This design comes from an exercise in tuning for a short achievable clock period and few clock cycles per item on the open sky130 flow, not from production work.
The RTL was checked by simulation tests, not by an equivalence proof against the original design.
No driver is modelled on the clock port, so clocking that relies on it looks cheaper here than on a real chip.
Power is estimated from default activity; no workload was simulated.

## the previous run
// range_peak_phase_tracker
module range_peak_phase_tracker #(
  parameter int NUM_BINS    = 32,
  parameter int RING_DEPTH  = 64,
  parameter int SAMPLE_BITS = 24,
  parameter int ANGLE_BITS  = 16
) (
  input  logic                                     clk,
  input  logic                                     rst_n,
  input  logic                                     in_valid,
  output logic                                     in_ready,
  input  logic                                     in_req_type,
  input  logic signed [SAMPLE_BITS-1:0]            in_bin_re,
  input  logic signed [SAMPLE_BITS-1:0]            in_bin_im,
  input  logic                                     in_last_bin,
  input  logic [rpt_pkg::RD_IDX_W-1:0]             in_read_index,
  output logic                                     out_valid,
  input  logic                                     out_ready,
  output logic                                     out_kind,
  output logic                                     out_target_found,
  output logic [rpt_pkg::PEAK_BIN_W-1:0]           out_peak_bin,
  output logic signed [ANGLE_BITS-1:0]             out_peak_phase,
  output logic signed [rpt_pkg::PHASE_W-1:0]       out_unwrapped_phase,
  output logic [$clog2(RING_DEPTH+1)-1:0]          out_samples_held,
  output logic                                     out_analysis_due,
  output logic signed [rpt_pkg::PHASE_W-1:0]       out_read_data,
  input  logic                                     cfg_valid,
  output logic                                     cfg_ready,
  input  logic [rpt_pkg::CFG_IDX_W-1:0]            cfg_index,
  input  logic [rpt_pkg::MAG_CFG_W-1:0]            cfg_data
);
Size in the first run: roughly 24,000 cells after synthesis, about 190 I/O pins, roughly 0.33 mm² of cells after synthesis.
Settings: LEC_CHECK=0, ABC_CLOCK_PERIOD_IN_PS=2000, CAP_MARGIN=20, CORE_MARGIN=2, CORE_UTILIZATION=60, CTS_CLUSTER_DIAMETER=100, CTS_CLUSTER_SIZE=30, PLACE_DENSITY=0.7, SLEW_MARGIN=20; clock period 12.0 ns.
standard.sh (not shown) runs the stock make flow with config.mk's settings and CLKGATE_MAP_FILE= SYNTH_SCRIPT=/design/flow/synth_recipe.tcl, a recipe that flattens the netlist after the stock synthesis.
==> flow/flow/run.sh <==
#!/bin/bash
set -euo pipefail
REPAIR_MARGIN=8.6
bash standard.sh SETUP_SLACK_MARGIN=$REPAIR_MARGIN POST_CTS_TCL=$PWD/flow/unroot.tcl finish > standard.log 2>&1
==> flow/flow/unroot.tcl <==
set block [ord::get_db_block]
set port_net [[$block findBTerm clk] getNet]
set loads [$port_net getITerms]
if {[llength $loads] == 1} {
  set a_pin [lindex $loads 0]
  set root [$a_pin getInst]
  set root_name [$root getName]
  set master [[$root getMaster] getName]
  set x_pin [$root findITerm X]
  set out_net [$x_pin getNet]
  set sinks {}
  foreach it [$out_net getITerms] {
    if {[$it getInst] != $root} { lappend sinks $it }
  }
  if {[string match "sky130_fd_sc_hd__clkbuf_*" $master] && [llength $sinks] <= 4
      && [llength [$out_net getBTerms]] == 0} {
    $a_pin disconnect
    $x_pin disconnect
    foreach it $sinks {
      $it disconnect
      $it connect $port_net
    }
    odb::dbInst_destroy $root
    odb::dbNet_destroy $out_net
    puts "unroot: bypassed $root_name ($master), clock port now drives [llength $sinks] pins"
  } else {
    puts "unroot: root $root_name ($master) drives [llength $sinks] pins, left in place"
  }
} else {
  puts "unroot: clock port drives [llength $loads] pins, left in place"
}
Testbench counts of the previous run, summed over its fixed seeds: cycles 12,912, items 575.
Input-level comparison between the current run and the previous run:
- CORE_UTILIZATION changed from 60 to 72
- PLACE_DENSITY changed from 0.7 to 0.8
- CTS_CLUSTER_SIZE changed from 30 to 20
### Flow results
Of the current run and the previous run, it is the current run that has the higher global-route met3 utilization.
The lower initial antenna violation count of the previous run and the current run is in the previous run.
Compared with the previous run, in the current run clock latency of the later-clocked register in the worst-skew pair shows an increase of 0.03 ns; clock buffer count up 196; hold slack dropped 0.050 ns.

the baseline:
Starting RTL as in the previous note.
==> flow/config.mk <==
export PLATFORM = sky130hd
export DESIGN_NAME = range_peak_phase_tracker
export DESIGN_NICKNAME = range_peak_phase_tracker
export VERILOG_FILES = /design/flow/design.v
export SDC_FILE = /design/flow/constraint.sdc
export NUM_CORES = 4
export LEC_CHECK = 0
export ABC_CLOCK_PERIOD_IN_PS = 2000
export CAP_MARGIN = 20
export CORE_MARGIN = 2
export CORE_UTILIZATION = 60
export PLACE_DENSITY = 0.7
export SLEW_MARGIN = 20
==> flow/constraint.sdc <==
create_clock -name core_clock -period 12.0 [get_ports {clk}]
set_input_delay 2.4000 -clock core_clock [delete_from_list [all_inputs] [get_ports {clk}]]
set_output_delay 2.4000 -clock core_clock [all_outputs]
set_load 0.01 [all_outputs]
Scripts as last shown in full above: flow/flow/run.sh, flow/flow/unroot.tcl
Every stage of the flow completed for the baseline, and the final layout passed the timing, DRC and antenna checks.
Testbench counts of the baseline, summed over its fixed seeds: cycles 12,912, items 575.
For the candidate, these inputs were changed with respect to the baseline:
diff --git a/flow/config.mk b/flow/config.mk
--- a/flow/config.mk
+++ b/flow/config.mk
@@ -11,2 +11,4 @@
 export CORE_UTILIZATION = 60
+export CTS_CLUSTER_DIAMETER = 100
+export CTS_CLUSTER_SIZE = 20
 export PLACE_DENSITY = 0.7
Results
- The candidate finished every step from synthesis to the final layout, and the layout passed the timing, DRC and antenna checks.
- From the baseline to the candidate the numbers moved as follows: switching power of the nets down 5.5%; clock transition at the registers of the reported paths saw an increase; first-pass GRT wire length has decreased.
- Higher proportion of power drawn by the clock network was reported by the baseline, not the candidate.
- Compare the baseline and the candidate | count of buffers not belonging to the clock network in the layout lower: the baseline

## port drivers added, routing unchanged
In the flow no input, the clock included, has a driving cell. The finished layouts below were timed again as built, in two steps. Step 1 sets driving cells, clkbuf_16 on the clock port and buf_2 on the other inputs (assumed; they add their load-dependent delay and slew). Step 2, shift: input delay + t, output delay - t, t = (earliest + latest rising clock arrival at the registers) / 2. This alone moves slack from input paths to output paths. a / b / c = ideal ports / drivers / drivers and shift; a / b = the first two.
run	shift t [ns]	slack for setup (ns)	hold WS [ns]	worst setup path after step 2
the previous run	0.947	8.309 / 8.093 / 7.978	0.296 / 0.296 / 0.296	input to register
the current run	1.000	8.324 / 8.087 / 7.880	0.246 / 0.247 / 0.247	input to register
the baseline	1.073	8.201 / 7.966 / 7.830	0.260 / 0.261 / 0.261	input to register
the candidate	1.008	8.313 / 8.078 / 7.910	0.282 / 0.283 / 0.283	input to register
After both steps every run listed still meets setup and hold. The setup slack of the current run, which loses most, moves by -0.237 ns with the drivers and by -0.444 ns with both steps.
